Source: an optimization exercise on an open RTL-to-GDS flow (aim: small area, a short achievable clock period and few clock cycles per item). Production flows keep margins and buffers that such runs may drop.
Function not checked in this run: the RTL went through the layout flow alone.

File: flow/design.v
`default_nettype none
package fc_pkg;
    localparam int BYTE_W    = 8;
    localparam int WORD_W    = 32;
    localparam int IN_COUNT  = 8;
    localparam int OUT_COUNT = 4;
    localparam int ACC_W     = 20;
    localparam int FEATURE_W = IN_COUNT * BYTE_W;
    localparam int FRAME_WORDS = (FEATURE_W + OUT_COUNT * FEATURE_W
                                  + OUT_COUNT * BYTE_W) / WORD_W;
    localparam int STEP_W = 4;
    typedef enum logic {
        LOAD_RECEIVE,
        LOAD_COMPUTE
    } loader_state_t;
    typedef enum logic [1:0] {
        LANE_IDLE,
        LANE_ACCUMULATE,
        LANE_BIAS_ADD,
        LANE_DONE
    } lane_state_t;
endpackage
`default_nettype wire
`default_nettype none
module fc_dot4_cs (
    input  wire [47:0] bd,    
    input  wire [31:0] w,
    input  wire [18:0] a1,
    input  wire [18:0] a2,
    output wire [18:0] s,
    output wire [18:0] c
);
wire x1;
wire x2;
wire x3;
wire x4;
wire x5;
wire x6;
wire x7;
wire x8;
wire x9;
wire nx10;
wire x11;
wire x12;
wire x13;
wire x14;
wire x15;
wire x16;
wire x17;
wire x18;
wire x19;
wire nx20;
wire x21;
wire x22;
wire x23;
wire x24;
wire x25;
wire x26;
wire x27;
wire x28;
wire x29;
wire nx30;
wire x31;
wire x32;
wire x33;
wire x34;
wire x35;
wire x36;
wire x37;
wire x38;
wire x39;
wire nx40;
wire x41;
wire x42;
wire x43;
wire x44;
wire x45;
wire x46;
wire x47;
wire x48;
wire x49;
wire nx50;
wire x51;
wire x52;
wire x53;
wire x54;
wire x55;
wire x56;
wire x57;
wire x58;
wire x59;
wire nx60;
wire x61;
wire x62;
wire x63;
wire x64;
wire x65;
wire x66;
wire x67;
wire x68;
wire x69;
wire nx70;
wire x71;
wire x72;
wire x73;
wire x74;
wire x75;
wire x76;
wire x77;
wire x78;
wire x79;
wire nx80;
wire x81;
wire x82;
wire x83;
wire x84;
wire x85;
wire x86;
wire x87;
wire x88;
wire x89;
wire nx90;
wire x91;
wire x92;
wire x93;
wire x94;
wire x95;
wire x96;
wire x97;
wire x98;
wire x99;
wire nx100;
wire x101;
wire x102;
wire x103;
wire x104;
wire x105;
wire x106;
wire x107;
wire x108;
wire x109;
wire nx110;
wire x111;
wire x112;
wire x113;
wire x114;
wire x115;
wire x116;
wire x117;
wire x118;
wire x119;
wire nx120;
wire x121;
wire x122;
wire x123;
wire x124;
wire x125;
wire x126;
wire x127;
wire x128;
wire x129;
wire nx130;
wire x131;
wire x132;
wire x133;
wire x134;
wire x135;
wire x136;
wire x137;
wire x138;
wire x139;
wire nx140;
wire x141;
wire x142;
wire x143;
wire x144;
wire x145;
wire x146;
wire x147;
wire x148;
wire x149;
wire nx150;
wire x151;
wire x152;
wire x153;
wire x154;
wire x155;
wire x156;
wire x157;
wire x158;
wire x159;
wire nx160;
wire s161;
wire c162;
wire s163;
wire c164;
wire s165;
wire c166;
wire s167;
wire c168;
wire s169;
wire c170;
wire s171;
wire c172;
wire s173;
wire c174;
wire s175;
wire c176;
wire s177;
wire c178;
wire s179;
wire c180;
wire s181;
wire c182;
wire s183;
wire c184;
wire s185;
wire c186;
wire s187;
wire c188;
wire s189;
wire c190;
wire s191;
wire c192;
wire s193;
wire c194;
wire s195;
wire c196;
wire s197;
wire c198;
wire s199;
wire c200;
wire s201;
wire c202;
wire s203;
wire c204;
wire s205;
wire c206;
wire s207;
wire c208;
wire s209;
wire c210;
wire s211;
wire c212;
wire s213;
wire c214;
wire s215;
wire c216;
wire s217;
wire c218;
wire s219;
wire c220;
wire s221;
wire c222;
wire s223;
wire c224;
wire s225;
wire c226;
wire s227;
wire c228;
wire s229;
wire c230;
wire s231;
wire c232;
wire s233;
wire c234;
wire s235;
wire c236;
wire s237;
wire c238;
wire s239;
wire c240;
wire s241;
wire c242;
wire s243;
wire c244;
wire s245;
wire c246;
wire s247;
wire c248;
wire s249;
wire c250;
wire s251;
wire c252;
wire s253;
wire c254;
wire s255;
wire c256;
wire s257;
wire c258;
wire s259;
wire c260;
wire s261;
wire c262;
wire s263;
wire c264;
wire s265;
wire c266;
wire s267;
wire c268;
wire s269;
wire c270;
wire s271;
wire c272;
wire s273;
wire c274;
wire s275;
wire c276;
wire s277;
wire c278;
wire s279;
wire c280;
wire s281;
wire c282;
wire s283;
wire c284;
wire s285;
wire c286;
wire s287;
wire c288;
wire s289;
wire c290;
wire s291;
wire c292;
wire s293;
wire c294;
wire s295;
wire c296;
wire s297;
wire c298;
wire s299;
wire c300;
wire s301;
wire c302;
wire s303;
wire c304;
wire s305;
wire c306;
wire s307;
wire c308;
wire s309;
wire c310;
wire s311;
wire c312;
wire s313;
wire c314;
wire s315;
wire c316;
wire s317;
wire c318;
wire s319;
wire c320;
wire s321;
wire c322;
wire s323;
wire c324;
wire s325;
wire c326;
wire s327;
wire c328;
wire s329;
wire c330;
wire s331;
wire c332;
wire s333;
wire c334;
wire s335;
wire c336;
wire s337;
wire c338;
wire s339;
wire c340;
wire s341;
wire c342;
wire s343;
wire c344;
wire s345;
wire c346;
wire s347;
wire c348;
wire s349;
wire c350;
wire s351;
wire c352;
wire s353;
wire c354;
wire s355;
wire c356;
wire s357;
wire c358;
wire s359;
wire c360;
wire s361;
wire c362;
wire s363;
wire c364;
wire s365;
wire c366;
wire s367;
wire c368;
wire s369;
wire c370;
wire s371;
wire c372;
wire s373;
wire c374;
wire s375;
wire c376;
wire s377;
wire c378;
wire s379;
wire c380;
wire s381;
wire c382;
wire s383;
wire c384;
wire s385;
wire c386;
wire s387;
wire c388;
wire s389;
wire c390;
wire s391;
wire c392;
wire s393;
wire c394;
wire s395;
wire c396;
wire s397;
wire c398;
wire s399;
wire c400;
wire s401;
wire c402;
wire s403;
wire c404;
wire s405;
wire c406;
wire s407;
wire c408;
wire s409;
wire c410;
wire s411;
wire c412;
wire s413;
wire c414;
wire s415;
wire c416;
wire s417;
wire c418;
wire s419;
wire c420;
wire s421;
wire c422;
wire s423;
wire c424;
wire s425;
wire c426;
wire s427;
wire c428;
wire s429;
wire c430;
wire s431;
wire c432;
wire s433;
wire c434;
wire s435;
wire c436;
wire s437;
wire c438;
wire s439;
wire c440;
wire s441;
wire c442;
wire s443;
wire c444;
wire s445;
wire c446;
wire s447;
wire c448;
wire s449;
wire c450;
wire s451;
wire c452;
wire s453;
wire c454;
wire s455;
wire c456;
wire s457;
wire c458;
wire s459;
wire c460;
wire s461;
wire c462;
wire s463;
wire c464;
wire s465;
wire c466;
wire s467;
wire c468;
wire s469;
wire c470;
wire s471;
wire c472;
wire s473;
wire c474;
wire s475;
wire c476;
wire s477;
wire c478;
wire s479;
wire c480;
wire s481;
wire c482;
wire s483;
wire c484;
wire s485;
wire c486;
wire s487;
wire c488;
wire s489;
wire c490;
wire s491;
wire c492;
wire s493;
wire c494;
wire s495;
wire c496;
wire s497;
wire c498;
wire s499;
wire c500;
wire s501;
wire c502;
wire s503;
wire c504;
wire s505;
wire c506;
wire s507;
wire c508;
wire s509;
wire c510;
wire s511;
wire c512;
wire s513;
wire c514;
wire s515;
wire c516;
wire s517;
wire c518;
wire s519;
wire c520;
wire s521;
wire c522;
wire s523;
wire c524;
wire s525;
wire c526;
assign x1 = ((bd[0] & w[0]) | (bd[1] & 1'b0)) ^ bd[2];
assign x2 = ((bd[0] & w[1]) | (bd[1] & w[0])) ^ bd[2];
assign x3 = ((bd[0] & w[2]) | (bd[1] & w[1])) ^ bd[2];
assign x4 = ((bd[0] & w[3]) | (bd[1] & w[2])) ^ bd[2];
assign x5 = ((bd[0] & w[4]) | (bd[1] & w[3])) ^ bd[2];
assign x6 = ((bd[0] & w[5]) | (bd[1] & w[4])) ^ bd[2];
assign x7 = ((bd[0] & w[6]) | (bd[1] & w[5])) ^ bd[2];
assign x8 = ((bd[0] & w[7]) | (bd[1] & w[6])) ^ bd[2];
assign x9 = ((bd[0] & w[7]) | (bd[1] & w[7])) ^ bd[2];
assign nx10 = ~x9;
assign x11 = ((bd[3] & w[0]) | (bd[4] & 1'b0)) ^ bd[5];
assign x12 = ((bd[3] & w[1]) | (bd[4] & w[0])) ^ bd[5];
assign x13 = ((bd[3] & w[2]) | (bd[4] & w[1])) ^ bd[5];
assign x14 = ((bd[3] & w[3]) | (bd[4] & w[2])) ^ bd[5];
assign x15 = ((bd[3] & w[4]) | (bd[4] & w[3])) ^ bd[5];
assign x16 = ((bd[3] & w[5]) | (bd[4] & w[4])) ^ bd[5];
assign x17 = ((bd[3] & w[6]) | (bd[4] & w[5])) ^ bd[5];
assign x18 = ((bd[3] & w[7]) | (bd[4] & w[6])) ^ bd[5];
assign x19 = ((bd[3] & w[7]) | (bd[4] & w[7])) ^ bd[5];
assign nx20 = ~x19;
assign x21 = ((bd[6] & w[0]) | (bd[7] & 1'b0)) ^ bd[8];
assign x22 = ((bd[6] & w[1]) | (bd[7] & w[0])) ^ bd[8];
assign x23 = ((bd[6] & w[2]) | (bd[7] & w[1])) ^ bd[8];
assign x24 = ((bd[6] & w[3]) | (bd[7] & w[2])) ^ bd[8];
assign x25 = ((bd[6] & w[4]) | (bd[7] & w[3])) ^ bd[8];
assign x26 = ((bd[6] & w[5]) | (bd[7] & w[4])) ^ bd[8];
assign x27 = ((bd[6] & w[6]) | (bd[7] & w[5])) ^ bd[8];
assign x28 = ((bd[6] & w[7]) | (bd[7] & w[6])) ^ bd[8];
assign x29 = ((bd[6] & w[7]) | (bd[7] & w[7])) ^ bd[8];
assign nx30 = ~x29;
assign x31 = ((bd[9] & w[0]) | (bd[10] & 1'b0)) ^ bd[11];
assign x32 = ((bd[9] & w[1]) | (bd[10] & w[0])) ^ bd[11];
assign x33 = ((bd[9] & w[2]) | (bd[10] & w[1])) ^ bd[11];
assign x34 = ((bd[9] & w[3]) | (bd[10] & w[2])) ^ bd[11];
assign x35 = ((bd[9] & w[4]) | (bd[10] & w[3])) ^ bd[11];
assign x36 = ((bd[9] & w[5]) | (bd[10] & w[4])) ^ bd[11];
assign x37 = ((bd[9] & w[6]) | (bd[10] & w[5])) ^ bd[11];
assign x38 = ((bd[9] & w[7]) | (bd[10] & w[6])) ^ bd[11];
assign x39 = ((bd[9] & w[7]) | (bd[10] & w[7])) ^ bd[11];
assign nx40 = ~x39;
assign x41 = ((bd[12] & w[8]) | (bd[13] & 1'b0)) ^ bd[14];
assign x42 = ((bd[12] & w[9]) | (bd[13] & w[8])) ^ bd[14];
assign x43 = ((bd[12] & w[10]) | (bd[13] & w[9])) ^ bd[14];
assign x44 = ((bd[12] & w[11]) | (bd[13] & w[10])) ^ bd[14];
assign x45 = ((bd[12] & w[12]) | (bd[13] & w[11])) ^ bd[14];
assign x46 = ((bd[12] & w[13]) | (bd[13] & w[12])) ^ bd[14];
assign x47 = ((bd[12] & w[14]) | (bd[13] & w[13])) ^ bd[14];
assign x48 = ((bd[12] & w[15]) | (bd[13] & w[14])) ^ bd[14];
assign x49 = ((bd[12] & w[15]) | (bd[13] & w[15])) ^ bd[14];
assign nx50 = ~x49;
assign x51 = ((bd[15] & w[8]) | (bd[16] & 1'b0)) ^ bd[17];
assign x52 = ((bd[15] & w[9]) | (bd[16] & w[8])) ^ bd[17];
assign x53 = ((bd[15] & w[10]) | (bd[16] & w[9])) ^ bd[17];
assign x54 = ((bd[15] & w[11]) | (bd[16] & w[10])) ^ bd[17];
assign x55 = ((bd[15] & w[12]) | (bd[16] & w[11])) ^ bd[17];
assign x56 = ((bd[15] & w[13]) | (bd[16] & w[12])) ^ bd[17];
assign x57 = ((bd[15] & w[14]) | (bd[16] & w[13])) ^ bd[17];
assign x58 = ((bd[15] & w[15]) | (bd[16] & w[14])) ^ bd[17];
assign x59 = ((bd[15] & w[15]) | (bd[16] & w[15])) ^ bd[17];
assign nx60 = ~x59;
assign x61 = ((bd[18] & w[8]) | (bd[19] & 1'b0)) ^ bd[20];
assign x62 = ((bd[18] & w[9]) | (bd[19] & w[8])) ^ bd[20];
assign x63 = ((bd[18] & w[10]) | (bd[19] & w[9])) ^ bd[20];
assign x64 = ((bd[18] & w[11]) | (bd[19] & w[10])) ^ bd[20];
assign x65 = ((bd[18] & w[12]) | (bd[19] & w[11])) ^ bd[20];
assign x66 = ((bd[18] & w[13]) | (bd[19] & w[12])) ^ bd[20];
assign x67 = ((bd[18] & w[14]) | (bd[19] & w[13])) ^ bd[20];
assign x68 = ((bd[18] & w[15]) | (bd[19] & w[14])) ^ bd[20];
assign x69 = ((bd[18] & w[15]) | (bd[19] & w[15])) ^ bd[20];
assign nx70 = ~x69;
assign x71 = ((bd[21] & w[8]) | (bd[22] & 1'b0)) ^ bd[23];
assign x72 = ((bd[21] & w[9]) | (bd[22] & w[8])) ^ bd[23];
assign x73 = ((bd[21] & w[10]) | (bd[22] & w[9])) ^ bd[23];
assign x74 = ((bd[21] & w[11]) | (bd[22] & w[10])) ^ bd[23];
assign x75 = ((bd[21] & w[12]) | (bd[22] & w[11])) ^ bd[23];
assign x76 = ((bd[21] & w[13]) | (bd[22] & w[12])) ^ bd[23];
assign x77 = ((bd[21] & w[14]) | (bd[22] & w[13])) ^ bd[23];
assign x78 = ((bd[21] & w[15]) | (bd[22] & w[14])) ^ bd[23];
assign x79 = ((bd[21] & w[15]) | (bd[22] & w[15])) ^ bd[23];
assign nx80 = ~x79;
assign x81 = ((bd[24] & w[16]) | (bd[25] & 1'b0)) ^ bd[26];
assign x82 = ((bd[24] & w[17]) | (bd[25] & w[16])) ^ bd[26];
assign x83 = ((bd[24] & w[18]) | (bd[25] & w[17])) ^ bd[26];
assign x84 = ((bd[24] & w[19]) | (bd[25] & w[18])) ^ bd[26];
assign x85 = ((bd[24] & w[20]) | (bd[25] & w[19])) ^ bd[26];
assign x86 = ((bd[24] & w[21]) | (bd[25] & w[20])) ^ bd[26];
assign x87 = ((bd[24] & w[22]) | (bd[25] & w[21])) ^ bd[26];
assign x88 = ((bd[24] & w[23]) | (bd[25] & w[22])) ^ bd[26];
assign x89 = ((bd[24] & w[23]) | (bd[25] & w[23])) ^ bd[26];
assign nx90 = ~x89;
assign x91 = ((bd[27] & w[16]) | (bd[28] & 1'b0)) ^ bd[29];
assign x92 = ((bd[27] & w[17]) | (bd[28] & w[16])) ^ bd[29];
assign x93 = ((bd[27] & w[18]) | (bd[28] & w[17])) ^ bd[29];
assign x94 = ((bd[27] & w[19]) | (bd[28] & w[18])) ^ bd[29];
assign x95 = ((bd[27] & w[20]) | (bd[28] & w[19])) ^ bd[29];
assign x96 = ((bd[27] & w[21]) | (bd[28] & w[20])) ^ bd[29];
assign x97 = ((bd[27] & w[22]) | (bd[28] & w[21])) ^ bd[29];
assign x98 = ((bd[27] & w[23]) | (bd[28] & w[22])) ^ bd[29];
assign x99 = ((bd[27] & w[23]) | (bd[28] & w[23])) ^ bd[29];
assign nx100 = ~x99;
assign x101 = ((bd[30] & w[16]) | (bd[31] & 1'b0)) ^ bd[32];
assign x102 = ((bd[30] & w[17]) | (bd[31] & w[16])) ^ bd[32];
assign x103 = ((bd[30] & w[18]) | (bd[31] & w[17])) ^ bd[32];
assign x104 = ((bd[30] & w[19]) | (bd[31] & w[18])) ^ bd[32];
assign x105 = ((bd[30] & w[20]) | (bd[31] & w[19])) ^ bd[32];
assign x106 = ((bd[30] & w[21]) | (bd[31] & w[20])) ^ bd[32];
assign x107 = ((bd[30] & w[22]) | (bd[31] & w[21])) ^ bd[32];
assign x108 = ((bd[30] & w[23]) | (bd[31] & w[22])) ^ bd[32];
assign x109 = ((bd[30] & w[23]) | (bd[31] & w[23])) ^ bd[32];
assign nx110 = ~x109;
assign x111 = ((bd[33] & w[16]) | (bd[34] & 1'b0)) ^ bd[35];
assign x112 = ((bd[33] & w[17]) | (bd[34] & w[16])) ^ bd[35];
assign x113 = ((bd[33] & w[18]) | (bd[34] & w[17])) ^ bd[35];
assign x114 = ((bd[33] & w[19]) | (bd[34] & w[18])) ^ bd[35];
assign x115 = ((bd[33] & w[20]) | (bd[34] & w[19])) ^ bd[35];
assign x116 = ((bd[33] & w[21]) | (bd[34] & w[20])) ^ bd[35];
assign x117 = ((bd[33] & w[22]) | (bd[34] & w[21])) ^ bd[35];
assign x118 = ((bd[33] & w[23]) | (bd[34] & w[22])) ^ bd[35];
assign x119 = ((bd[33] & w[23]) | (bd[34] & w[23])) ^ bd[35];
assign nx120 = ~x119;
assign x121 = ((bd[36] & w[24]) | (bd[37] & 1'b0)) ^ bd[38];
assign x122 = ((bd[36] & w[25]) | (bd[37] & w[24])) ^ bd[38];
assign x123 = ((bd[36] & w[26]) | (bd[37] & w[25])) ^ bd[38];
assign x124 = ((bd[36] & w[27]) | (bd[37] & w[26])) ^ bd[38];
assign x125 = ((bd[36] & w[28]) | (bd[37] & w[27])) ^ bd[38];
assign x126 = ((bd[36] & w[29]) | (bd[37] & w[28])) ^ bd[38];
assign x127 = ((bd[36] & w[30]) | (bd[37] & w[29])) ^ bd[38];
assign x128 = ((bd[36] & w[31]) | (bd[37] & w[30])) ^ bd[38];
assign x129 = ((bd[36] & w[31]) | (bd[37] & w[31])) ^ bd[38];
assign nx130 = ~x129;
assign x131 = ((bd[39] & w[24]) | (bd[40] & 1'b0)) ^ bd[41];
assign x132 = ((bd[39] & w[25]) | (bd[40] & w[24])) ^ bd[41];
assign x133 = ((bd[39] & w[26]) | (bd[40] & w[25])) ^ bd[41];
assign x134 = ((bd[39] & w[27]) | (bd[40] & w[26])) ^ bd[41];
assign x135 = ((bd[39] & w[28]) | (bd[40] & w[27])) ^ bd[41];
assign x136 = ((bd[39] & w[29]) | (bd[40] & w[28])) ^ bd[41];
assign x137 = ((bd[39] & w[30]) | (bd[40] & w[29])) ^ bd[41];
assign x138 = ((bd[39] & w[31]) | (bd[40] & w[30])) ^ bd[41];
assign x139 = ((bd[39] & w[31]) | (bd[40] & w[31])) ^ bd[41];
assign nx140 = ~x139;
assign x141 = ((bd[42] & w[24]) | (bd[43] & 1'b0)) ^ bd[44];
assign x142 = ((bd[42] & w[25]) | (bd[43] & w[24])) ^ bd[44];
assign x143 = ((bd[42] & w[26]) | (bd[43] & w[25])) ^ bd[44];
assign x144 = ((bd[42] & w[27]) | (bd[43] & w[26])) ^ bd[44];
assign x145 = ((bd[42] & w[28]) | (bd[43] & w[27])) ^ bd[44];
assign x146 = ((bd[42] & w[29]) | (bd[43] & w[28])) ^ bd[44];
assign x147 = ((bd[42] & w[30]) | (bd[43] & w[29])) ^ bd[44];
assign x148 = ((bd[42] & w[31]) | (bd[43] & w[30])) ^ bd[44];
assign x149 = ((bd[42] & w[31]) | (bd[43] & w[31])) ^ bd[44];
assign nx150 = ~x149;
assign x151 = ((bd[45] & w[24]) | (bd[46] & 1'b0)) ^ bd[47];
assign x152 = ((bd[45] & w[25]) | (bd[46] & w[24])) ^ bd[47];
assign x153 = ((bd[45] & w[26]) | (bd[46] & w[25])) ^ bd[47];
assign x154 = ((bd[45] & w[27]) | (bd[46] & w[26])) ^ bd[47];
assign x155 = ((bd[45] & w[28]) | (bd[46] & w[27])) ^ bd[47];
assign x156 = ((bd[45] & w[29]) | (bd[46] & w[28])) ^ bd[47];
assign x157 = ((bd[45] & w[30]) | (bd[46] & w[29])) ^ bd[47];
assign x158 = ((bd[45] & w[31]) | (bd[46] & w[30])) ^ bd[47];
assign x159 = ((bd[45] & w[31]) | (bd[46] & w[31])) ^ bd[47];
assign nx160 = ~x159;
assign s161 = x7 ^ x15 ^ x23;
assign c162 = (x7 ^ x15) ? x23 : x7;
assign s163 = x31 ^ bd[11];
assign c164 = x31 & bd[11];
assign s165 = x8 ^ x16;
assign c166 = x8 & x16;
assign s167 = x3 ^ x11;
assign c168 = x3 & x11;
assign s169 = x5 ^ x13 ^ x21;
assign c170 = (x5 ^ x13) ? x21 : x5;
assign s171 = bd[8] ^ x45 ^ x53;
assign c172 = (bd[8] ^ x45) ? x53 : bd[8];
assign s173 = x61 ^ bd[20];
assign c174 = x61 & bd[20];
assign s175 = x6 ^ x14 ^ x22;
assign c176 = (x6 ^ x14) ? x22 : x6;
assign s177 = x46 ^ x54 ^ x62;
assign c178 = (x46 ^ x54) ? x62 : x46;
assign s179 = x47 ^ x55 ^ x63;
assign c180 = (x47 ^ x55) ? x63 : x47;
assign s181 = x71 ^ bd[23] ^ x87;
assign c182 = (x71 ^ bd[23]) ? x87 : x71;
assign s183 = x95 ^ x103 ^ x111;
assign c184 = (x95 ^ x103) ? x111 : x95;
assign s185 = bd[35] ^ x127 ^ x135;
assign c186 = (bd[35] ^ x127) ? x135 : bd[35];
assign s187 = x24 ^ x32 ^ x48;
assign c188 = (x24 ^ x32) ? x48 : x24;
assign s189 = x56 ^ x64 ^ x72;
assign c190 = (x56 ^ x64) ? x72 : x56;
assign s191 = x88 ^ x96 ^ x104;
assign c192 = (x88 ^ x96) ? x104 : x88;
assign s193 = x112 ^ x128 ^ x136;
assign c194 = (x112 ^ x128) ? x136 : x112;
assign s195 = x144 ^ x152 ^ a1[7];
assign c196 = (x144 ^ x152) ? a1[7] : x144;
assign s197 = nx10 ^ x17 ^ x25;
assign c198 = (nx10 ^ x17) ? x25 : nx10;
assign s199 = x33 ^ nx50 ^ x57;
assign c200 = (x33 ^ nx50) ? x57 : x33;
assign s201 = x65 ^ x73 ^ nx90;
assign c202 = (x65 ^ x73) ? nx90 : x65;
assign s203 = x97 ^ x105 ^ x113;
assign c204 = (x97 ^ x105) ? x113 : x97;
assign s205 = nx130 ^ x137 ^ x145;
assign c206 = (nx130 ^ x137) ? x145 : nx130;
assign s207 = x153 ^ a1[8];
assign c208 = x153 & a1[8];
assign s209 = x18 ^ x26 ^ x34;
assign c210 = (x18 ^ x26) ? x34 : x18;
assign s211 = x58 ^ x66 ^ x74;
assign c212 = (x58 ^ x66) ? x74 : x58;
assign s213 = x98 ^ x106 ^ x114;
assign c214 = (x98 ^ x106) ? x114 : x98;
assign s215 = x138 ^ x146;
assign c216 = x138 & x146;
assign s217 = nx20 ^ x27 ^ x35;
assign c218 = (nx20 ^ x27) ? x35 : nx20;
assign s219 = nx60 ^ x67 ^ x75;
assign c220 = (nx60 ^ x67) ? x75 : nx60;
assign s221 = nx100 ^ x107 ^ x115;
assign c222 = (nx100 ^ x107) ? x115 : nx100;
assign s223 = x28 ^ x36;
assign c224 = x28 & x36;
assign s225 = x1 ^ bd[2];
assign c226 = x1 & bd[2];
assign s227 = bd[5] ^ x43 ^ x51;
assign c228 = (bd[5] ^ x43) ? x51 : bd[5];
assign s229 = bd[17] ^ x83 ^ x91;
assign c230 = (bd[17] ^ x83) ? x91 : bd[17];
assign s231 = x4 ^ x12 ^ x44;
assign c232 = (x4 ^ x12) ? x44 : x4;
assign s233 = x52 ^ x84 ^ x92;
assign c234 = (x52 ^ x84) ? x92 : x52;
assign s235 = x85 ^ x93 ^ x101;
assign c236 = (x85 ^ x93) ? x101 : x85;
assign s237 = bd[32] ^ x125 ^ x133;
assign c238 = (bd[32] ^ x125) ? x133 : bd[32];
assign s239 = x141 ^ bd[44] ^ a1[4];
assign c240 = (x141 ^ bd[44]) ? a1[4] : x141;
assign s241 = x86 ^ x94 ^ x102;
assign c242 = (x86 ^ x94) ? x102 : x86;
assign s243 = x126 ^ x134 ^ x142;
assign c244 = (x126 ^ x134) ? x142 : x126;
assign s245 = a1[5] ^ a2[5] ^ s175;
assign c246 = (a1[5] ^ a2[5]) ? s175 : a1[5];
assign s247 = s177 ^ c170;
assign c248 = s177 & c170;
assign s249 = x143 ^ x151 ^ bd[47];
assign c250 = (x143 ^ x151) ? bd[47] : x143;
assign s251 = a1[6] ^ a2[6] ^ s161;
assign c252 = (a1[6] ^ a2[6]) ? s161 : a1[6];
assign s253 = s163 ^ s179 ^ s181;
assign c254 = (s163 ^ s179) ? s181 : s163;
assign s255 = s183 ^ s185 ^ c176;
assign c256 = (s183 ^ s185) ? c176 : s183;
assign s257 = a2[7] ^ s165 ^ c162;
assign c258 = (a2[7] ^ s165) ? c162 : a2[7];
assign s259 = c164 ^ s187 ^ s189;
assign c260 = (c164 ^ s187) ? s189 : c164;
assign s261 = s191 ^ s193 ^ s195;
assign c262 = (s191 ^ s193) ? s195 : s191;
assign s263 = c180 ^ c182 ^ c184;
assign c264 = (c180 ^ c182) ? c184 : c180;
assign s265 = a2[8] ^ c166 ^ s197;
assign c266 = (a2[8] ^ c166) ? s197 : a2[8];
assign s267 = s199 ^ s201 ^ s203;
assign c268 = (s199 ^ s201) ? s203 : s199;
assign s269 = s205 ^ s207 ^ c188;
assign c270 = (s205 ^ s207) ? c188 : s205;
assign s271 = c190 ^ c192 ^ c194;
assign c272 = (c190 ^ c192) ? c194 : c190;
assign s273 = x154 ^ a1[9] ^ a2[9];
assign c274 = (x154 ^ a1[9]) ? a2[9] : x154;
assign s275 = s209 ^ s211 ^ s213;
assign c276 = (s209 ^ s211) ? s213 : s209;
assign s277 = s215 ^ c198 ^ c200;
assign c278 = (s215 ^ c198) ? c200 : s215;
assign s279 = c202 ^ c204 ^ c206;
assign c280 = (c202 ^ c204) ? c206 : c202;
assign s281 = nx140 ^ x147 ^ x155;
assign c282 = (nx140 ^ x147) ? x155 : nx140;
assign s283 = a1[10] ^ a2[10] ^ s217;
assign c284 = (a1[10] ^ a2[10]) ? s217 : a1[10];
assign s285 = s219 ^ s221 ^ c210;
assign c286 = (s219 ^ s221) ? c210 : s219;
assign s287 = c212 ^ c214 ^ c216;
assign c288 = (c212 ^ c214) ? c216 : c212;
assign s289 = x68 ^ x76 ^ x108;
assign c290 = (x68 ^ x76) ? x108 : x68;
assign s291 = x116 ^ x148 ^ x156;
assign c292 = (x116 ^ x148) ? x156 : x116;
assign s293 = a1[11] ^ a2[11] ^ s223;
assign c294 = (a1[11] ^ a2[11]) ? s223 : a1[11];
assign s295 = c218 ^ c220 ^ c222;
assign c296 = (c218 ^ c220) ? c222 : c218;
assign s297 = nx30 ^ x37 ^ nx70;
assign c298 = (nx30 ^ x37) ? nx70 : nx30;
assign s299 = x77 ^ nx110 ^ x117;
assign c300 = (x77 ^ nx110) ? x117 : x77;
assign s301 = nx150 ^ x157 ^ a1[12];
assign c302 = (nx150 ^ x157) ? a1[12] : nx150;
assign s303 = x38 ^ x78;
assign c304 = x38 & x78;
assign s305 = x41 ^ bd[14] ^ x81;
assign c306 = (x41 ^ bd[14]) ? x81 : x41;
assign s307 = bd[26] ^ x121;
assign c308 = bd[26] & x121;
assign s309 = x2 ^ x42 ^ x82;
assign c310 = (x2 ^ x42) ? x82 : x2;
assign s311 = x122 ^ a1[1];
assign c312 = x122 & a1[1];
assign s313 = bd[29] ^ x123 ^ x131;
assign c314 = (bd[29] ^ x123) ? x131 : bd[29];
assign s315 = bd[41] ^ a1[2] ^ a2[2];
assign c316 = (bd[41] ^ a1[2]) ? a2[2] : bd[41];
assign s317 = s167 ^ s227;
assign c318 = s167 & s227;
assign s319 = x124 ^ x132 ^ a1[3];
assign c320 = (x124 ^ x132) ? a1[3] : x124;
assign s321 = a2[3] ^ c168 ^ s231;
assign c322 = (a2[3] ^ c168) ? s231 : a2[3];
assign s323 = s233 ^ c228 ^ c230;
assign c324 = (s233 ^ c228) ? c230 : s233;
assign s325 = a2[4] ^ s169 ^ s171;
assign c326 = (a2[4] ^ s169) ? s171 : a2[4];
assign s327 = s173 ^ s235 ^ s237;
assign c328 = (s173 ^ s235) ? s237 : s173;
assign s329 = s239 ^ c232 ^ c234;
assign c330 = (s239 ^ c232) ? c234 : s239;
assign s331 = c172 ^ c174 ^ s241;
assign c332 = (c172 ^ c174) ? s241 : c172;
assign s333 = s243 ^ s245 ^ s247;
assign c334 = (s243 ^ s245) ? s247 : s243;
assign s335 = c236 ^ c238 ^ c240;
assign c336 = (c236 ^ c238) ? c240 : c236;
assign s337 = c178 ^ s249 ^ s251;
assign c338 = (c178 ^ s249) ? s251 : c178;
assign s339 = s253 ^ s255 ^ c242;
assign c340 = (s253 ^ s255) ? c242 : s253;
assign s341 = c244 ^ c246 ^ c248;
assign c342 = (c244 ^ c246) ? c248 : c244;
assign s343 = c186 ^ s257 ^ s259;
assign c344 = (c186 ^ s257) ? s259 : c186;
assign s345 = s261 ^ s263 ^ c250;
assign c346 = (s261 ^ s263) ? c250 : s261;
assign s347 = c252 ^ c254 ^ c256;
assign c348 = (c252 ^ c254) ? c256 : c252;
assign s349 = c196 ^ s265 ^ s267;
assign c350 = (c196 ^ s265) ? s267 : c196;
assign s351 = s269 ^ s271 ^ c258;
assign c352 = (s269 ^ s271) ? c258 : s269;
assign s353 = c260 ^ c262 ^ c264;
assign c354 = (c260 ^ c262) ? c264 : c260;
assign s355 = c208 ^ s273 ^ s275;
assign c356 = (c208 ^ s273) ? s275 : c208;
assign s357 = s277 ^ s279 ^ c266;
assign c358 = (s277 ^ s279) ? c266 : s277;
assign s359 = c268 ^ c270 ^ c272;
assign c360 = (c268 ^ c270) ? c272 : c268;
assign s361 = s281 ^ s283 ^ s285;
assign c362 = (s281 ^ s283) ? s285 : s281;
assign s363 = s287 ^ c274 ^ c276;
assign c364 = (s287 ^ c274) ? c276 : s287;
assign s365 = c278 ^ c280 ^ 1'b1;
assign c366 = (c278 ^ c280) ? 1'b1 : c278;
assign s367 = s289 ^ s291 ^ s293;
assign c368 = (s289 ^ s291) ? s293 : s289;
assign s369 = s295 ^ c282 ^ c284;
assign c370 = (s295 ^ c282) ? c284 : s295;
assign s371 = c286 ^ c288 ^ 1'b1;
assign c372 = (c286 ^ c288) ? 1'b1 : c286;
assign s373 = a2[12] ^ c224 ^ s297;
assign c374 = (a2[12] ^ c224) ? s297 : a2[12];
assign s375 = s299 ^ s301 ^ c290;
assign c376 = (s299 ^ s301) ? c290 : s299;
assign s377 = c292 ^ c294 ^ c296;
assign c378 = (c292 ^ c294) ? c296 : c292;
assign s379 = x118 ^ x158 ^ a1[13];
assign c380 = (x118 ^ x158) ? a1[13] : x118;
assign s381 = a2[13] ^ s303 ^ c298;
assign c382 = (a2[13] ^ s303) ? c298 : a2[13];
assign s383 = c300 ^ c302 ^ 1'b1;
assign c384 = (c300 ^ c302) ? 1'b1 : c300;
assign s385 = nx40 ^ nx80 ^ nx120;
assign c386 = (nx40 ^ nx80) ? nx120 : nx40;
assign s387 = nx160 ^ a1[14] ^ a2[14];
assign c388 = (nx160 ^ a1[14]) ? a2[14] : nx160;
assign s389 = bd[38] ^ a1[0] ^ a2[0];
assign c390 = (bd[38] ^ a1[0]) ? a2[0] : bd[38];
assign s391 = a2[1] ^ c226 ^ s309;
assign c392 = (a2[1] ^ c226) ? s309 : a2[1];
assign s393 = s311 ^ c306;
assign c394 = s311 & c306;
assign s395 = s229 ^ s313 ^ s315;
assign c396 = (s229 ^ s313) ? s315 : s229;
assign s397 = s317 ^ c310 ^ c312;
assign c398 = (s317 ^ c310) ? c312 : s317;
assign s399 = s319 ^ s321 ^ s323;
assign c400 = (s319 ^ s321) ? s323 : s319;
assign s401 = c314 ^ c316 ^ c318;
assign c402 = (c314 ^ c316) ? c318 : c314;
assign s403 = s325 ^ s327 ^ s329;
assign c404 = (s325 ^ s327) ? s329 : s325;
assign s405 = c320 ^ c322 ^ c324;
assign c406 = (c320 ^ c322) ? c324 : c320;
assign s407 = s331 ^ s333 ^ s335;
assign c408 = (s331 ^ s333) ? s335 : s331;
assign s409 = c326 ^ c328 ^ c330;
assign c410 = (c326 ^ c328) ? c330 : c326;
assign s411 = s337 ^ s339 ^ s341;
assign c412 = (s337 ^ s339) ? s341 : s337;
assign s413 = c332 ^ c334 ^ c336;
assign c414 = (c332 ^ c334) ? c336 : c332;
assign s415 = s343 ^ s345 ^ s347;
assign c416 = (s343 ^ s345) ? s347 : s343;
assign s417 = c338 ^ c340 ^ c342;
assign c418 = (c338 ^ c340) ? c342 : c338;
assign s419 = s349 ^ s351 ^ s353;
assign c420 = (s349 ^ s351) ? s353 : s349;
assign s421 = c344 ^ c346 ^ c348;
assign c422 = (c344 ^ c346) ? c348 : c344;
assign s423 = s355 ^ s357 ^ s359;
assign c424 = (s355 ^ s357) ? s359 : s355;
assign s425 = c350 ^ c352 ^ c354;
assign c426 = (c350 ^ c352) ? c354 : c350;
assign s427 = s361 ^ s363 ^ s365;
assign c428 = (s361 ^ s363) ? s365 : s361;
assign s429 = c356 ^ c358 ^ c360;
assign c430 = (c356 ^ c358) ? c360 : c356;
assign s431 = s367 ^ s369 ^ s371;
assign c432 = (s367 ^ s369) ? s371 : s367;
assign s433 = c362 ^ c364 ^ c366;
assign c434 = (c362 ^ c364) ? c366 : c362;
assign s435 = s373 ^ s375 ^ s377;
assign c436 = (s373 ^ s375) ? s377 : s373;
assign s437 = c368 ^ c370 ^ c372;
assign c438 = (c368 ^ c370) ? c372 : c368;
assign s439 = s379 ^ s381 ^ s383;
assign c440 = (s379 ^ s381) ? s383 : s379;
assign s441 = c374 ^ c376 ^ c378;
assign c442 = (c374 ^ c376) ? c378 : c374;
assign s443 = c304 ^ s385 ^ s387;
assign c444 = (c304 ^ s385) ? s387 : c304;
assign s445 = c380 ^ c382 ^ c384;
assign c446 = (c380 ^ c382) ? c384 : c380;
assign s447 = a1[15] ^ a2[15] ^ c386;
assign c448 = (a1[15] ^ a2[15]) ? c386 : a1[15];
assign s449 = c388 ^ 1'b1;
assign c450 = c388 & 1'b1;
assign s451 = s225 ^ s305;
assign c452 = s225 & s305;
assign s453 = c308 ^ s391 ^ s393;
assign c454 = (c308 ^ s391) ? s393 : c308;
assign s455 = s395 ^ s397 ^ c392;
assign c456 = (s395 ^ s397) ? c392 : s395;
assign s457 = s399 ^ s401 ^ c396;
assign c458 = (s399 ^ s401) ? c396 : s399;
assign s459 = s403 ^ s405 ^ c400;
assign c460 = (s403 ^ s405) ? c400 : s403;
assign s461 = s407 ^ s409 ^ c404;
assign c462 = (s407 ^ s409) ? c404 : s407;
assign s463 = s411 ^ s413 ^ c408;
assign c464 = (s411 ^ s413) ? c408 : s411;
assign s465 = s415 ^ s417 ^ c412;
assign c466 = (s415 ^ s417) ? c412 : s415;
assign s467 = s419 ^ s421 ^ c416;
assign c468 = (s419 ^ s421) ? c416 : s419;
assign s469 = s423 ^ s425 ^ c420;
assign c470 = (s423 ^ s425) ? c420 : s423;
assign s471 = s427 ^ s429 ^ c424;
assign c472 = (s427 ^ s429) ? c424 : s427;
assign s473 = s431 ^ s433 ^ c428;
assign c474 = (s431 ^ s433) ? c428 : s431;
assign s475 = s435 ^ s437 ^ c432;
assign c476 = (s435 ^ s437) ? c432 : s435;
assign s477 = s439 ^ s441 ^ c436;
assign c478 = (s439 ^ s441) ? c436 : s439;
assign s479 = s443 ^ s445 ^ c440;
assign c480 = (s443 ^ s445) ? c440 : s443;
assign s481 = s447 ^ s449 ^ c444;
assign c482 = (s447 ^ s449) ? c444 : s447;
assign s483 = a1[16] ^ a2[16] ^ c448;
assign c484 = (a1[16] ^ a2[16]) ? c448 : a1[16];
assign s485 = a1[17] ^ a2[17];
assign c486 = a1[17] & a2[17];
assign s487 = a1[18] ^ a2[18];
assign c488 = a1[18] & a2[18];
assign s489 = s307 ^ s389;
assign c490 = s307 & s389;
assign s491 = c390 ^ s453 ^ c452;
assign c492 = (c390 ^ s453) ? c452 : c390;
assign s493 = c394 ^ s455 ^ c454;
assign c494 = (c394 ^ s455) ? c454 : c394;
assign s495 = c398 ^ s457 ^ c456;
assign c496 = (c398 ^ s457) ? c456 : c398;
assign s497 = c402 ^ s459 ^ c458;
assign c498 = (c402 ^ s459) ? c458 : c402;
assign s499 = c406 ^ s461 ^ c460;
assign c500 = (c406 ^ s461) ? c460 : c406;
assign s501 = c410 ^ s463 ^ c462;
assign c502 = (c410 ^ s463) ? c462 : c410;
assign s503 = c414 ^ s465 ^ c464;
assign c504 = (c414 ^ s465) ? c464 : c414;
assign s505 = c418 ^ s467 ^ c466;
assign c506 = (c418 ^ s467) ? c466 : c418;
assign s507 = c422 ^ s469 ^ c468;
assign c508 = (c422 ^ s469) ? c468 : c422;
assign s509 = c426 ^ s471 ^ c470;
assign c510 = (c426 ^ s471) ? c470 : c426;
assign s511 = c430 ^ s473 ^ c472;
assign c512 = (c430 ^ s473) ? c472 : c430;
assign s513 = c434 ^ s475 ^ c474;
assign c514 = (c434 ^ s475) ? c474 : c434;
assign s515 = c438 ^ s477 ^ c476;
assign c516 = (c438 ^ s477) ? c476 : c438;
assign s517 = c442 ^ s479 ^ c478;
assign c518 = (c442 ^ s479) ? c478 : c442;
assign s519 = c446 ^ s481 ^ c480;
assign c520 = (c446 ^ s481) ? c480 : c446;
assign s521 = c450 ^ s483 ^ c482;
assign c522 = (c450 ^ s483) ? c482 : c450;
assign s523 = s485 ^ c484 ^ 1'b1;
assign c524 = (s485 ^ c484) ? 1'b1 : s485;
assign s525 = s487 ^ c486 ^ 1'b1;
assign c526 = (s487 ^ c486) ? 1'b1 : s487;
assign s = {s525, s523, s521, s519, s517, s515, s513, s511, s509, s507, s505, s503, s501, s499, s497, s495, s493, s491, s451};
assign c = {c524, c522, c520, c518, c516, c514, c512, c510, c508, c506, c504, c502, c500, c498, c496, c494, c492, c490, s489};
endmodule
`default_nettype wire
`default_nettype none
module fc_add3 (
    input  wire [18:0] s,
    input  wire [18:0] c,
    input  wire [18:0] b,
    output wire [18:0] y
);
wire l1_t0;
wire l1_s0;
wire l1_c0;
wire l1_t1;
wire l1_s1;
wire l1_c1;
wire l1_t2;
wire l1_s2;
wire l1_c2;
wire l1_t3;
wire l1_s3;
wire l1_c3;
wire l1_t4;
wire l1_s4;
wire l1_c4;
wire l1_t5;
wire l1_s5;
wire l1_c5;
wire l1_t6;
wire l1_s6;
wire l1_c6;
wire l1_t7;
wire l1_s7;
wire l1_c7;
wire l1_t8;
wire l1_s8;
wire l1_c8;
wire l1_t9;
wire l1_s9;
wire l1_c9;
wire l1_t10;
wire l1_s10;
wire l1_c10;
wire l1_t11;
wire l1_s11;
wire l1_c11;
wire l1_t12;
wire l1_s12;
wire l1_c12;
wire l1_t13;
wire l1_s13;
wire l1_c13;
wire l1_t14;
wire l1_s14;
wire l1_c14;
wire l1_t15;
wire l1_s15;
wire l1_c15;
wire l1_t16;
wire l1_s16;
wire l1_c16;
wire l1_t17;
wire l1_s17;
wire l1_c17;
wire l1_t18;
wire l1_s18;
wire l1_c18;
assign l1_t0 = s[0] ^ c[0];
assign l1_s0 = l1_t0 ^ b[0];
assign l1_c0 = l1_t0 ? b[0] : s[0];
assign l1_t1 = s[1] ^ c[1];
assign l1_s1 = l1_t1 ^ b[1];
assign l1_c1 = l1_t1 ? b[1] : s[1];
assign l1_t2 = s[2] ^ c[2];
assign l1_s2 = l1_t2 ^ b[2];
assign l1_c2 = l1_t2 ? b[2] : s[2];
assign l1_t3 = s[3] ^ c[3];
assign l1_s3 = l1_t3 ^ b[3];
assign l1_c3 = l1_t3 ? b[3] : s[3];
assign l1_t4 = s[4] ^ c[4];
assign l1_s4 = l1_t4 ^ b[4];
assign l1_c4 = l1_t4 ? b[4] : s[4];
assign l1_t5 = s[5] ^ c[5];
assign l1_s5 = l1_t5 ^ b[5];
assign l1_c5 = l1_t5 ? b[5] : s[5];
assign l1_t6 = s[6] ^ c[6];
assign l1_s6 = l1_t6 ^ b[6];
assign l1_c6 = l1_t6 ? b[6] : s[6];
assign l1_t7 = s[7] ^ c[7];
assign l1_s7 = l1_t7 ^ b[7];
assign l1_c7 = l1_t7 ? b[7] : s[7];
assign l1_t8 = s[8] ^ c[8];
assign l1_s8 = l1_t8 ^ b[8];
assign l1_c8 = l1_t8 ? b[8] : s[8];
assign l1_t9 = s[9] ^ c[9];
assign l1_s9 = l1_t9 ^ b[9];
assign l1_c9 = l1_t9 ? b[9] : s[9];
assign l1_t10 = s[10] ^ c[10];
assign l1_s10 = l1_t10 ^ b[10];
assign l1_c10 = l1_t10 ? b[10] : s[10];
assign l1_t11 = s[11] ^ c[11];
assign l1_s11 = l1_t11 ^ b[11];
assign l1_c11 = l1_t11 ? b[11] : s[11];
assign l1_t12 = s[12] ^ c[12];
assign l1_s12 = l1_t12 ^ b[12];
assign l1_c12 = l1_t12 ? b[12] : s[12];
assign l1_t13 = s[13] ^ c[13];
assign l1_s13 = l1_t13 ^ b[13];
assign l1_c13 = l1_t13 ? b[13] : s[13];
assign l1_t14 = s[14] ^ c[14];
assign l1_s14 = l1_t14 ^ b[14];
assign l1_c14 = l1_t14 ? b[14] : s[14];
assign l1_t15 = s[15] ^ c[15];
assign l1_s15 = l1_t15 ^ b[15];
assign l1_c15 = l1_t15 ? b[15] : s[15];
assign l1_t16 = s[16] ^ c[16];
assign l1_s16 = l1_t16 ^ b[16];
assign l1_c16 = l1_t16 ? b[16] : s[16];
assign l1_t17 = s[17] ^ c[17];
assign l1_s17 = l1_t17 ^ b[17];
assign l1_c17 = l1_t17 ? b[17] : s[17];
assign l1_t18 = s[18] ^ c[18];
assign l1_s18 = l1_t18 ^ b[18];
assign l1_c18 = l1_t18 ? b[18] : s[18];
assign y = {l1_s18, l1_s17, l1_s16, l1_s15, l1_s14, l1_s13, l1_s12, l1_s11, l1_s10, l1_s9, l1_s8, l1_s7, l1_s6, l1_s5, l1_s4, l1_s3, l1_s2, l1_s1, l1_s0} + {l1_c17, l1_c16, l1_c15, l1_c14, l1_c13, l1_c12, l1_c11, l1_c10, l1_c9, l1_c8, l1_c7, l1_c6, l1_c5, l1_c4, l1_c3, l1_c2, l1_c1, l1_c0, 1'b0};
endmodule
`default_nettype wire
`timescale 1ns/1ns
`default_nettype none
import fc_pkg::*;
module fc_layer_top (
    input  wire logic              clk,
    input  wire logic              rstn,
    input  wire logic              in_valid,
    input  wire logic [WORD_W-1:0] in_data,
    output logic                   out_valid,
    output logic      [WORD_W-1:0] out_data
);
    localparam int SW = 19;
    logic [SW-1:0] acc, r0, r1, r2;      
    logic          v2;                   
    function automatic logic [7:0] quant(input logic [SW-1:0] x);
        if ((x[SW-1:15] == '0) || (x[SW-1:15] == '1)) quant = x[15:8];
        else quant = x[SW-1] ? 8'h80 : 8'h7F;
    endfunction
    logic        vq;
    logic [31:0] dq;
    logic [3:0]  cnt;       
    logic [3:0]  nidx;      
    logic        ldq, wtq, finq;
    assign nidx = !vq ? cnt : (cnt == 4'd10) ? 4'd0 : cnt + 4'd1;
    always_ff @(posedge clk) dq <= in_data;
    always_ff @(posedge clk or negedge rstn) begin
        if (!rstn) begin
            vq   <= 1'b0;
            cnt  <= '0;
            ldq  <= 1'b0;
            wtq  <= 1'b0;
            finq <= 1'b0;
        end else begin
            vq   <= in_valid;
            cnt  <= nidx;
            ldq  <= in_valid && (nidx < 4'd2);
            wtq  <= in_valid && (nidx >= 4'd2) && (nidx <= 4'd9);
            finq <= in_valid && (nidx == 4'd10);
        end
    end
    logic [31:0] fhi, fhi_d;
    logic [47:0] flo, flo_d;
    always_comb begin
        for (int b = 0; b < 4; b++) begin
            for (int i = 0; i < 4; i++) begin
                logic f2, f1, f0;
                f2 = fhi[8*b+2*i+1];
                f1 = fhi[8*b+2*i];
                f0 = (i == 0) ? 1'b0 : fhi[8*b+2*i-1];
                flo_d[12*b+3*i]   = f1 ^ f0;
                flo_d[12*b+3*i+1] = (f2 & !f1 & !f0) | (!f2 & f1 & f0);
                flo_d[12*b+3*i+2] = f2;
                fhi_d[8*b+2*i+1] = flo[12*b+3*i+2];
                fhi_d[8*b+2*i]   = flo[12*b+3*i] ^ ((i == 0) ? 1'b0 : flo[12*b+3*i-1]);
            end
        end
    end
    always_ff @(posedge clk) begin
        if (ldq || wtq) begin
            flo <= flo_d;
            fhi <= ldq ? dq : fhi_d;
        end
    end
    logic [SW-1:0] s_d, c_d, cs_s, cs_c;
    logic [SW-1:0] a1, a2;
    assign a1 = !cnt[0] ? '0 : v2 ? cs_s : acc;
    assign a2 = (!cnt[0] || !v2) ? '0 : cs_c;
    fc_dot4_cs u_dot (
        .bd (flo),
        .w  (dq),
        .a1 (a1),
        .a2 (a2),
        .s  (s_d),
        .c  (c_d)
    );
    always_ff @(posedge clk) begin
        cs_s <= s_d;
        cs_c <= c_d;
    end
    logic e_even, e_r0, e_r1, e_r2, e_a3;
    always_ff @(posedge clk or negedge rstn) begin
        if (!rstn) begin
            v2     <= 1'b0;
            e_even <= 1'b0;
            e_r0   <= 1'b0;
            e_r1   <= 1'b0;
            e_r2   <= 1'b0;
            e_a3   <= 1'b0;
        end else begin
            v2     <= wtq;
            e_even <= wtq && !cnt[0];
            e_r0   <= wtq && (cnt == 4'd3);
            e_r1   <= wtq && (cnt == 4'd5);
            e_r2   <= wtq && (cnt == 4'd7);
            e_a3   <= wtq && (cnt == 4'd9);
        end
    end
    logic [SW-1:0] sum;
    logic [7:0]    b3;
    logic [SW-1:0] r0b, r1b, r2b;
    assign b3  = finq ? dq[31:24] : 8'h00;
    fc_add3 u_sum (
        .s (v2 ? cs_s : acc),
        .c (v2 ? cs_c : '0),
        .b ({{(SW-8){b3[7]}}, b3}),
        .y (sum)
    );
    assign r0b = r0 + {{(SW-8){dq[7]}},  dq[7:0]};
    assign r1b = r1 + {{(SW-8){dq[15]}}, dq[15:8]};
    assign r2b = r2 + {{(SW-8){dq[23]}}, dq[23:16]};
    always_ff @(posedge clk) begin
        if (e_even || e_a3 || finq) acc <= sum;
        if (e_r0 || finq) r0 <= e_r0 ? sum : r0b;
        if (e_r1 || finq) r1 <= e_r1 ? sum : r1b;
        if (e_r2 || finq) r2 <= e_r2 ? sum : r2b;
    end
    always_ff @(posedge clk or negedge rstn) begin
        if (!rstn) out_valid <= 1'b0;
        else       out_valid <= finq;
    end
    assign out_data = {quant(acc), quant(r2), quant(r1), quant(r0)};
endmodule
`default_nettype wire
File: flow/run.sh
#!/bin/bash
# synth_recipe.tcl (not shown) runs the flow's synth.tcl, then flattens the netlist and writes it again
# the make line also repeats each setting of config.mk as NAME=value (left out here)
make -C /OpenROAD-flow-scripts/flow DESIGN_CONFIG=/design/flow/config.mk WORK_HOME=/design/flow/orfs CLKGATE_MAP_FILE= SYNTH_SCRIPT=/design/flow/synth_recipe.tcl finish
File: flow/config.mk
export PLATFORM = sky130hd
export DESIGN_NAME = fc_layer_top
export DESIGN_NICKNAME = fc_layer_top
export VERILOG_FILES = /design/flow/design.v
export SDC_FILE = /design/flow/constraint.sdc
export NUM_CORES = 4
export LEC_CHECK = 0
export CAP_MARGIN = 20
export CORE_MARGIN = 2
export CORE_UTILIZATION = 55
export CTS_BUF_LIST = sky130_fd_sc_hd__clkbuf_8
export PLACE_DENSITY = 0.6
export SETUP_SLACK_MARGIN = 5
export SLEW_MARGIN = 20
File: flow/constraint.sdc
create_clock -name core_clock -period 9.0 [get_ports {clk}]
set_input_delay 1.8000 -clock core_clock [delete_from_list [all_inputs] [get_ports {clk}]]
set_output_delay 1.8000 -clock core_clock [all_outputs]
set_load 0.01 [all_outputs]
==> summary.txt <==
metal layers:
layer / wire (um) / track usage (%)
met5: 0 / 0
met4: 1270 / 7.884
met3: 2929 / 4.435
met2: 24970 / 44.79
met1: 25950 / 40.41
layout by cell type (no fill, tap or decap), types with 5 or more instances in the layout:
master,synthesis,layout
maj3_2,19,19
o21a_1,10,10
a21oi_1,132,117
dfrtp_1,15,13
nand2b_1,26,26
edfxtp_1,156,156
ha_1,91,89
o21bai_1,18,18
inv_1,64,79
nor2_1,125,124
a21oi_2,0,14
clkdlybuf4s50_1,0,40
nand2_1,190,190
o21ai_0,129,116
a21o_1,19,19
dfxtp_1,70,62
nand3b_1,14,14
xor2_1,144,144
xnor2_1,396,392
maj3_1,98,98
dfxtp_2,0,8
buf_4,10,54
nand3_1,14,14
nor2b_1,26,24
and2_1,9,7
a22oi_1,109,109
or3_1,6,6
nor3_1,6,6
clkbuf_8,0,49
mux2_2,31,30
clkbuf_2,1,9
or2_2,8,5
clkinv_2,0,6
xnor2_2,6,10
and3_1,12,12
a22o_1,11,11
a22oi_2,7,7
dlygate4sd2_1,0,14
o21ai_1,10,20
synth_stat cells, drive strengths merged (6+ instances only):
| cell type | count |
|---|---|
| xnor2 | 402 |
| nand2 | 191 |
| edfxtp | 156 |
| xor2 | 145 |
| o21ai | 140 |
| a21oi | 132 |
| nor2 | 125 |
| a22oi | 117 |
| maj3 | 117 |
| ha | 91 |
| buf | 78 |
| dfxtp | 70 |
| inv | 64 |
| clkbuf | 53 |
| mux2 | 31 |
| nand2b | 26 |
| nor2b | 26 |
| a21o | 19 |
| o21bai | 18 |
| dfrtp | 15 |
| nand3 | 14 |
| nand3b | 14 |
| and3 | 12 |
| a22o | 11 |
| o21a | 10 |
| and2 | 9 |
| or2 | 9 |
| or3 | 7 |
| a211oi | 6 |
| nor3 | 6 |
area by class of cell:
cell class	count	area [um^2]	area share, %
tap	468	585.6	2.619
clock inverter	29	186.4	0.8338
sequential	241	6476	28.96
inverter	65	247.7	1.108
multi-input combinational	1726	13070	58.46
clock buffer	49	674.4	3.016
timing repair inverter	1	5.005	0.02238
timing repair buffer	127	1114	4.980
kinds of logic after synthesis:
logic type	after synthesis
adders and majority gates	212
muxes	33
buffers and inverters	196
DFF	241
and+or+nand+nor	449
AOI/OAI and AO/OA	477
xor gates and xnor gates	555
final timing paths:
check | from | to | cells after the start
worst max-delay path | r0[18]$_DFFE_PP_ | out_data[0] | 7
worst min-delay path | fhi[24]$_DFFE_PP_ | flo[36]$_DFFE_PP_ | 0
worst max register to register | finq$_DFF_PN0_ | r0[18]$_DFFE_PP_ | 17
worst min register to register | fhi[24]$_DFFE_PP_ | flo[36]$_DFFE_PP_ | 0
max in group asynchronous | rstn | finq$_DFF_PN0_ | 1
min in group asynchronous | rstn | wtq$_DFF_PN0_ | 1
state kept, by name, summed over array words and instances (netlist names), 4 cells and up:
register and count:
acc 19, cnt 4, cs_c 19, cs_s 19, dq 32, fhi 32, flo 48, r0 19
r1 19, r2 19
through the flow:
step	area [um^2]	worst slack (ns)
after floorplan	20340	5.029
after global placement	20930	4.782
after detailed placement	20930	4.727
after CTS	21980	4.913
after global routing	22360	4.889
final	22360	5.028
critical path, delay by kind of cell (launching register included):
family                 cells  cell delay [ns]
buffers and inverters      4             0.62
DFF                        1             0.49
and+or+nand+nor            2             0.42
AOI/OAI and AO/OA          1             0.06
repair_timing:
| action | CTS | global route |
|---|---|---|
| gates resized for setup | 42 | 71 |
| hold endpoints to repair | 0 | 0 |
| setup endpoints to repair | 60 | 49 |
| setup buffers | 18 | 30 |
| gates cloned | 0 | 3 |
| pin swaps | 5 | 28 |
==> summary.txt <==
* Status: timing/DRC/antenna clean
* Critical path class: flip-flop to output port
* Period utilization at 44.13%
* Synth Area in Adders at between 10% and 20%
* Largest net degree at the start of global routing at 79
* Vias after detailed routing at 15612
* Initial antenna violation count at 0
* Max-cap violation count at 0
* Setup-failing EPs final at 0
* Total GRT Usage at 28.33%
* Ys async rst share at 6.224%
* DP HPWL at approximately 41 mm
* Worst skew pair latency at between 0.6 and 0.7 ns
* Syn Nets at about 2300
* Layout net count at about 2300
* Top cell by count, worst path: buf_4
* Least-Margin Pin Slew at a little over 0.9 ns
* Endpoints failing hold at 0
* Global-route wire length before repair at ~83 mm
* Yosys reg bits at 241
* RSZ-0062 raised after global routing: true
* CTS tree: built
* Top cell type's share of synthesized area at 23.17%
* Top FF cell, synth: edfxtp_1
* Critical Path Start Type: flip-flop
* Tmin final at ~4.0 ns
* Clock-pin slew on the worst setup and hold paths at around 0.060 ns
* Die Span Y at slightly below 200 um
* Crit path arrival time at between 2 and 2.5 ns
* Starting density of the core at 55.49%
* Die Wd at between 150 and 200 um
* Layout Utilization at approximately three fifths
* DIE AREA at between 30000 and 40000 um^2
* Vias in the first global route at ~15000
* Port buffer count at 67
* Total Wirelength at about 55 mm
* Root Driver: clkbuf_8
* Register area share after synthesis at roughly a third
* Fmax achieved at 251.8 MHz
* I/O pin total at 68
* Critical path cell sequence: nor4_4, buf_4, buf_4, buf_4, o21ai_0, nand2_1, dlygate4sd2_1
* Largest cells by area after synthesis: edfxtp_1 23%, xnor2_1 17%, dfxtp_1 6.9%
* Synth Area in Compound Gates at approximately 15%
* Slew Limit Fails at 0
* Non-Filler Instances at between 2000 and 3000
* ANT nets after route at 0
* Hold_buf cts at 0
* Setup tns final at 0 ns
* Remaining Overflow, GRT at 0
* WP data required at approximately 7.2 ns
* DP Cell Count at about 2600
* Slowest CP cell: edfxtp_1
* Post-synth EDFFs at between 150 and 200
* DRT iter0 DRCs at 972
* Post-route DRC at 0
* Via density at roughly 5.8
* Synth Area in Simple Gates at between 10% and 20%
* Mux contribution to synthesized area at under 10%
* Area leader, netlist: edfxtp_1
* ANT cells at 0
* Routed WL per cell at slightly above 20 um
* Library cells used by synthesis at 65
* Slowest stage delay, CP at between 0.4 and 0.5 ns
* Longest Clk Path Bufs at 3
* Hold Slack at between 0.4 and 0.5 ns
* Post-Syn Area at between 20000 and 25000 um^2
* Syn Area/Cell at a little over 9 um^2
* Hold WC Path Type: flip-flop to flip-flop
* Area Overhead vs Synth at 10.59%
* CP Capture Type: output port
* Xor/xnor share of the synthesized area at 24.88%
* Gp weighted congestion at about 0.9
* Register-to-Register Setup Slack at about 5.1 ns
* Crit path max fanout at 5
* Filler cells at about 3200
* Clk_skew at between 0.03 and 0.04 ns
* Num CTS Buffers at between 40 and 50
* Rows at 70
* Share of cells above drive strength 1 at about an eighth
* Synth warnings at 1
* CTS sink count at 241
* Initial DRT Pass Iterations at 5
* H-Tree Depth at 2
* Relative slew slack at 37.26%
* Post-synthesis cell count at 2163
* Largest family of logic cells by synthesized area: XOR/XNOR gates
* Core area at around 36000 um^2

port drivers added, routing unchanged:
In the flow no input, the clock included, has a driving cell. The finished layout below was timed again as built, in two steps. Step 1 (the two cells are an assumption about what drives the block):
set clk [get_ports {clk}]
set_driving_cell -lib_cell sky130_fd_sc_hd__clkbuf_16 $clk
set_driving_cell -lib_cell sky130_fd_sc_hd__buf_2 [delete_from_list [all_inputs] $clk]
Step 2, shift: input delay + t, output delay - t, t = (earliest + latest rising clock arrival at the registers) / 2. This alone moves slack from input paths to output paths. Slacks: ideal ports / drivers / drivers and shift; pairs: ideal ports / drivers.
shift t [ns]: 0.657
slack for setup (ns): 5.028 / 4.977 / 5.116
hold slack, ns: 0.446 / 0.446 / 0.446
worst setup path at the end: register to register
worst register clock-pin slew, ns: 0.08 / 0.08
After both steps this run still meets setup and hold. The setup slack of this run moves by -0.051 ns with the drivers and by +0.088 ns with both steps.
